Context: an optimization exercise on an open-source flow, tuned for small area, a short achievable clock period and few clock cycles per item. The choices shown serve that exercise and are no tape-out recipe.
At most, simulation tests tie the RTL to the original design; equivalence was not proved.

run 4:
==> module ifcb_step_a, before the edit <==
module ifcb_step_a (
   input  logic [63:0]     int_elem,
   input  logic [63:0]     float_bits,
   output ifcb_pkg::sa_type o
);
   logic [10:0] ef;
   logic [51:0] m;
   always_comb begin
      o.xr       = int_elem;
      ef         = float_bits[62:52];
      m          = float_bits[51:0];
      o.c.sf     = float_bits[63];
      o.c.mzero  = (m == 52'd0);
      o.c.m0     = m[0];
      o.c.fnan   = (ef == 11'h7ff) && !o.c.mzero;
      o.c.fzero  = (ef == 11'd0) && o.c.mzero;
      o.c.fsml   = !ef[10];
      o.c.fone   = (ef == 11'd1023);
      o.c.fbig   = (ef >= 11'd1087);
      o.c.e53    = (ef >= 11'd1076);
      o.c.k      = 4'(ef - 11'd1076);
      o.sa = ~ef[5:0];
      o.v  = {1'b1, m, 12'd0};
      o.st = 1'b0;
      for (int l = 5; l > 5 - ifcb_pkg::ALEV; l--) begin
         if (o.sa[l]) begin
            o.st = o.st | (|(o.v & ((65'd1 << (1 << l)) - 65'd1)));
            o.v  = o.v >> (1 << l);
         end
      end
   end
endmodule
==> module ifcb_step_b, before the edit <==
module ifcb_step_b (
   input  ifcb_pkg::sa_type i,
   input  logic [1:0]      width_code,
   output ifcb_pkg::sb_type o
);
   logic [64:0] v;
   logic        st;
   logic        s;
   logic [63:0] x;
   logic [63:0] xs;
   logic [63:0] g;
   logic [63:0] pp;
   logic [63:0] gg;
   logic [11:0] c;
   logic [10:0] lg;
   logic [10:0] lp;
   logic [63:0] tg;
   logic [63:0] tp;
   logic [63:12] tz;
   logic [63:12] to;
   logic [10:0] rl;
   logic        xzero;
   logic        xone;
   logic        cl, ce, cg;
   always_comb begin
      v  = i.v;
      st = i.st;
      for (int l = 5 - ifcb_pkg::ALEV; l >= 0; l--) begin
         if (i.sa[l]) begin
            st = st | (|(v & ((65'd1 << (1 << l)) - 65'd1)));
            v  = v >> (1 << l);
         end
      end
      g       = v[63:0];
      o.fz    = st;
      o.e53   = i.c.e53;
      o.k     = i.c.k;
      o.mzero = i.c.mzero;
      o.m0    = i.c.m0;
      unique case (width_code)
         ifcb_pkg::W8:  x = {{56{i.xr[7]}}, i.xr[7:0]};
         ifcb_pkg::W16: x = {{48{i.xr[15]}}, i.xr[15:0]};
         ifcb_pkg::W32: x = {{32{i.xr[31]}}, i.xr[31:0]};
         default:       x = i.xr;
      endcase
      s       = x[63];
      xs      = x ^ {64{!s}};
      o.s     = s;
      xzero   = !s && (&xs);
      xone    = (&xs[63:1]) && (s == xs[0]);
      pp      = g ^ xs;
      gg      = g & xs;
      lg    = gg[10:0];
      lp    = pp[10:0];
      lg[0] = gg[0] | (pp[0] & !s);
      for (int lv = 0; lv < 4; lv++) begin
         for (int b = 0; b < 11; b++) begin
            if (((b >> lv) & 1) == 1) begin
               int src;
               src = ((b >> lv) << lv) - 1;
               lg[b] = lg[b] | (lp[b] & lg[src]);
               lp[b] = lp[b] & lp[src];
            end
         end
      end
      c[0] = !s;
      for (int b = 0; b < 11; b++)
         c[b+1] = lg[b];
      rl    = pp[10:0] ^ c[10:0];
      o.c11 = c[11];
      for (int b = 0; b < 64; b++) begin
         tg[b] = (b >= 11 && b < 64) ? gg[b] : 1'b0;
         tp[b] = (b >= 11 && b < 64) ? pp[b] : 1'b1;
      end
      for (int w = 1; w < 64; w = w * 2) begin
         for (int b = 0; b < 64; b += 2 * w) begin
            tg[b] = tg[b + w] | (tp[b + w] & tg[b]);
            tp[b] = tp[b + w] & tp[b];
         end
      end
      o.gh = tg[0];
      o.ph = tp[0];
      o.p11 = pp[11];
      for (int b = 12; b < 64; b++) begin
         tz[b] = (pp[b] == (gg[b-1] | pp[b-1]));
         to[b] = (pp[b] != gg[b-1]);
      end
      o.zall = (&tz[63:12]) && (gg[63] | pp[63]);
      o.oall = (&to[63:12]) && !gg[63];
      o.rl = rl;
      cl = 1'b0;
      ce = 1'b0;
      cg = 1'b0;
      if (i.c.fbig)
         cl = 1'b1;
      else if (i.c.fone) begin
         if (xzero) cl = 1'b1;
         else if (xone) begin
            if (i.c.mzero) ce = 1'b1;
            else cl = 1'b1;
         end else cg = 1'b1;
      end else begin
         if (!xzero) cg = 1'b1;
         else if (i.c.fzero) ce = 1'b1;
         else cl = 1'b1;
      end
      o.fixed = i.c.fnan || (s != i.c.sf) || i.c.fbig || i.c.fsml;
      if (i.c.fnan) begin
         o.flt = 1'b0; o.feq = 1'b0; o.fgt = 1'b0;
      end else if (xzero && i.c.fzero) begin
         o.flt = 1'b0; o.feq = 1'b1; o.fgt = 1'b0;
      end else if (s != i.c.sf) begin
         o.flt = s; o.feq = 1'b0; o.fgt = !s;
      end else if (!s) begin
         o.flt = cl; o.feq = ce; o.fgt = cg;
      end else begin
         o.flt = cg; o.feq = ce; o.fgt = cl;
      end
   end
endmodule
export LEC_CHECK = 0
export CAP_MARGIN = 20
export CORE_MARGIN = 2
export CORE_UTILIZATION = 55
export CTS_CLUSTER_DIAMETER = 100
export CTS_CLUSTER_SIZE = 30
export SLEW_MARGIN = 20
create_clock -name core_clock -period 13.0 [get_ports {clock}]
standard.sh (not shown) runs the stock make flow with config.mk's settings and CLKGATE_MAP_FILE= SYNTH_SCRIPT=/design/flow/synth_recipe.tcl, a recipe that flattens the netlist after the stock synthesis.
==> flow/flow/run.sh <==
#!/bin/bash
set -euo pipefail
bash standard.sh SETUP_SLACK_MARGIN=9.1 ADDER_MAP_FILE= \
   "BUFFER_PORTS_ARGS=-buffer_cell sky130_fd_sc_hd__buf_1" finish > standard.log 2>&1
diff inputs: run 4 => run 2
--- a/flow/design.v
+++ b/flow/design.v
@@ -29,13 +29,16 @@
    } fcls_type;
    typedef struct packed {
       logic [63:0] xr;      
       logic [64:0] v;       
       logic [5:0]  sa;      
       logic        st;      
-      fcls_type    c;
+      logic [4:0]  eh;      
+      logic        sf;      
+      logic        mzero;   
+      logic        m0;      
    } sa_type;
    typedef struct packed {
       logic        fixed;   
       logic        flt;     
       logic        feq;     
       logic        fgt;     
@@ -62,22 +65,16 @@
    logic [10:0] ef;
    logic [51:0] m;
    always_comb begin
       o.xr       = int_elem;
       ef         = float_bits[62:52];
       m          = float_bits[51:0];
-      o.c.sf     = float_bits[63];
-      o.c.mzero  = (m == 52'd0);
-      o.c.m0     = m[0];
-      o.c.fnan   = (ef == 11'h7ff) && !o.c.mzero;
-      o.c.fzero  = (ef == 11'd0) && o.c.mzero;
-      o.c.fsml   = !ef[10];
-      o.c.fone   = (ef == 11'd1023);
-      o.c.fbig   = (ef >= 11'd1087);
-      o.c.e53    = (ef >= 11'd1076);
-      o.c.k      = 4'(ef - 11'd1076);
+      o.sf       = float_bits[63];
+      o.mzero    = (m == 52'd0);
+      o.m0       = m[0];
+      o.eh       = ef[10:6];
       o.sa = ~ef[5:0];
       o.v  = {1'b1, m, 12'd0};
       o.st = 1'b0;
       for (int l = 5; l > 5 - ifcb_pkg::ALEV; l--) begin
          if (o.sa[l]) begin
             o.st = o.st | (|(o.v & ((65'd1 << (1 << l)) - 65'd1)));
@@ -88,12 +85,14 @@
 endmodule
 module ifcb_step_b (
    input  ifcb_pkg::sa_type i,
    input  logic [1:0]      width_code,
    output ifcb_pkg::sb_type o
 );
+   logic [10:0] ef;
+   ifcb_pkg::fcls_type fc;
    logic [64:0] v;
    logic        st;
    logic        s;
    logic [63:0] x;
    logic [63:0] xs;
    logic [63:0] g;
@@ -108,26 +107,37 @@
    logic [63:12] to;
    logic [10:0] rl;
    logic        xzero;
    logic        xone;
    logic        cl, ce, cg;
    always_comb begin
+      ef        = {i.eh, ~i.sa};
+      fc.sf     = i.sf;
+      fc.mzero  = i.mzero;
+      fc.m0     = i.m0;
+      fc.fnan   = (ef == 11'h7ff) && !i.mzero;
+      fc.fzero  = (ef == 11'd0) && i.mzero;
+      fc.fsml   = !ef[10];
+      fc.fone   = (ef == 11'd1023);
+      fc.fbig   = (ef >= 11'd1087);
+      fc.e53    = (ef >= 11'd1076);
+      fc.k      = 4'(ef - 11'd1076);
       v  = i.v;
       st = i.st;
       for (int l = 5 - ifcb_pkg::ALEV; l >= 0; l--) begin
          if (i.sa[l]) begin
             st = st | (|(v & ((65'd1 << (1 << l)) - 65'd1)));
             v  = v >> (1 << l);
          end
       end
       g       = v[63:0];
       o.fz    = st;
-      o.e53   = i.c.e53;
-      o.k     = i.c.k;
-      o.mzero = i.c.mzero;
-      o.m0    = i.c.m0;
+      o.e53   = fc.e53;
+      o.k     = fc.k;
+      o.mzero = fc.mzero;
+      o.m0    = fc.m0;
       unique case (width_code)
          ifcb_pkg::W8:  x = {{56{i.xr[7]}}, i.xr[7:0]};
          ifcb_pkg::W16: x = {{48{i.xr[15]}}, i.xr[15:0]};
          ifcb_pkg::W32: x = {{32{i.xr[31]}}, i.xr[31:0]};
          default:       x = i.xr;
       endcase
@@ -176,31 +186,31 @@
       o.zall = (&tz[63:12]) && (gg[63] | pp[63]);
       o.oall = (&to[63:12]) && !gg[63];
       o.rl = rl;
       cl = 1'b0;
       ce = 1'b0;
       cg = 1'b0;
-      if (i.c.fbig)
+      if (fc.fbig)
          cl = 1'b1;
-      else if (i.c.fone) begin
+      else if (fc.fone) begin
          if (xzero) cl = 1'b1;
          else if (xone) begin
-            if (i.c.mzero) ce = 1'b1;
+            if (fc.mzero) ce = 1'b1;
             else cl = 1'b1;
          end else cg = 1'b1;
       end else begin
          if (!xzero) cg = 1'b1;
-         else if (i.c.fzero) ce = 1'b1;
+         else if (fc.fzero) ce = 1'b1;
          else cl = 1'b1;
       end
-      o.fixed = i.c.fnan || (s != i.c.sf) || i.c.fbig || i.c.fsml;
-      if (i.c.fnan) begin
+      o.fixed = fc.fnan || (s != fc.sf) || fc.fbig || fc.fsml;
+      if (fc.fnan) begin
          o.flt = 1'b0; o.feq = 1'b0; o.fgt = 1'b0;
-      end else if (xzero && i.c.fzero) begin
+      end else if (xzero && fc.fzero) begin
          o.flt = 1'b0; o.feq = 1'b1; o.fgt = 1'b0;
-      end else if (s != i.c.sf) begin
+      end else if (s != fc.sf) begin
          o.flt = s; o.feq = 1'b0; o.fgt = !s;
       end else if (!s) begin
          o.flt = cl; o.feq = ce; o.fgt = cg;
       end else begin
          o.flt = cg; o.feq = ce; o.fgt = cl;
       end
[summary]
Run 2 went all the way through synthesis, placement and routing and the layout is clean on timing, DRC and antenna.
Tap cell instance count (run 2 vs. run 4) decreases slightly
Summary of run 2 over run 4: layout sequential cell count shrank by about 0.75%; first-pass GRT wire length grew by 1.5%; setup slack at placement grew by 0.20 ns; biggest fanout along the worst timing path grew by 3; per-instance average area after synthesis shrank by about 1.3%.
Status: worst hold path stage count parity (run 2, run 4)
The run showing the smaller number of nets in the synthesized netlist is run 4.
A leading cell type in the layout, fill and taps excluded of nand2_1 is what run 4 shows, while dfxtp_1 belongs to run 2.
Re final critical-path setup slack: run 2 is 0.039 ns up on run 4.
Testbench counts of run 2, summed over its fixed seeds: cycles 16,396, items 16,012.
No functional check of the RTL was part of run 4.

separate check: timing with driven ports:
In the flow no input, the clock included, has a driving cell. The finished layouts below were timed again as built, in two steps. Step 1 assumes that a clkbuf_16 drives the clock port and a buf_2 every other input. Step 2, shift: input delay + t, output delay - t, t = (earliest + latest rising clock arrival at the registers) / 2. This alone moves slack from input paths to output paths. a / b / c = ideal / step 1 / step 2; a / b = the first two.
| run | shift t [ns] | slack for setup (ns) | worst setup path after step 2 | worst data-port slew with drivers (ns) |
|---|---|---|---|---|
| run 4 | 0.553 | 9.091 / 9.091 / 8.699 | input to register | 0.06 |
| run 2 | 0.564 | 9.130 / 9.130 / 8.677 | input to register | 0.07 |
After both steps every run listed still meets setup and hold. For run 2, which loses most, drivers alone change the setup slack by 0.000 ns; drivers and shift together by -0.453 ns.
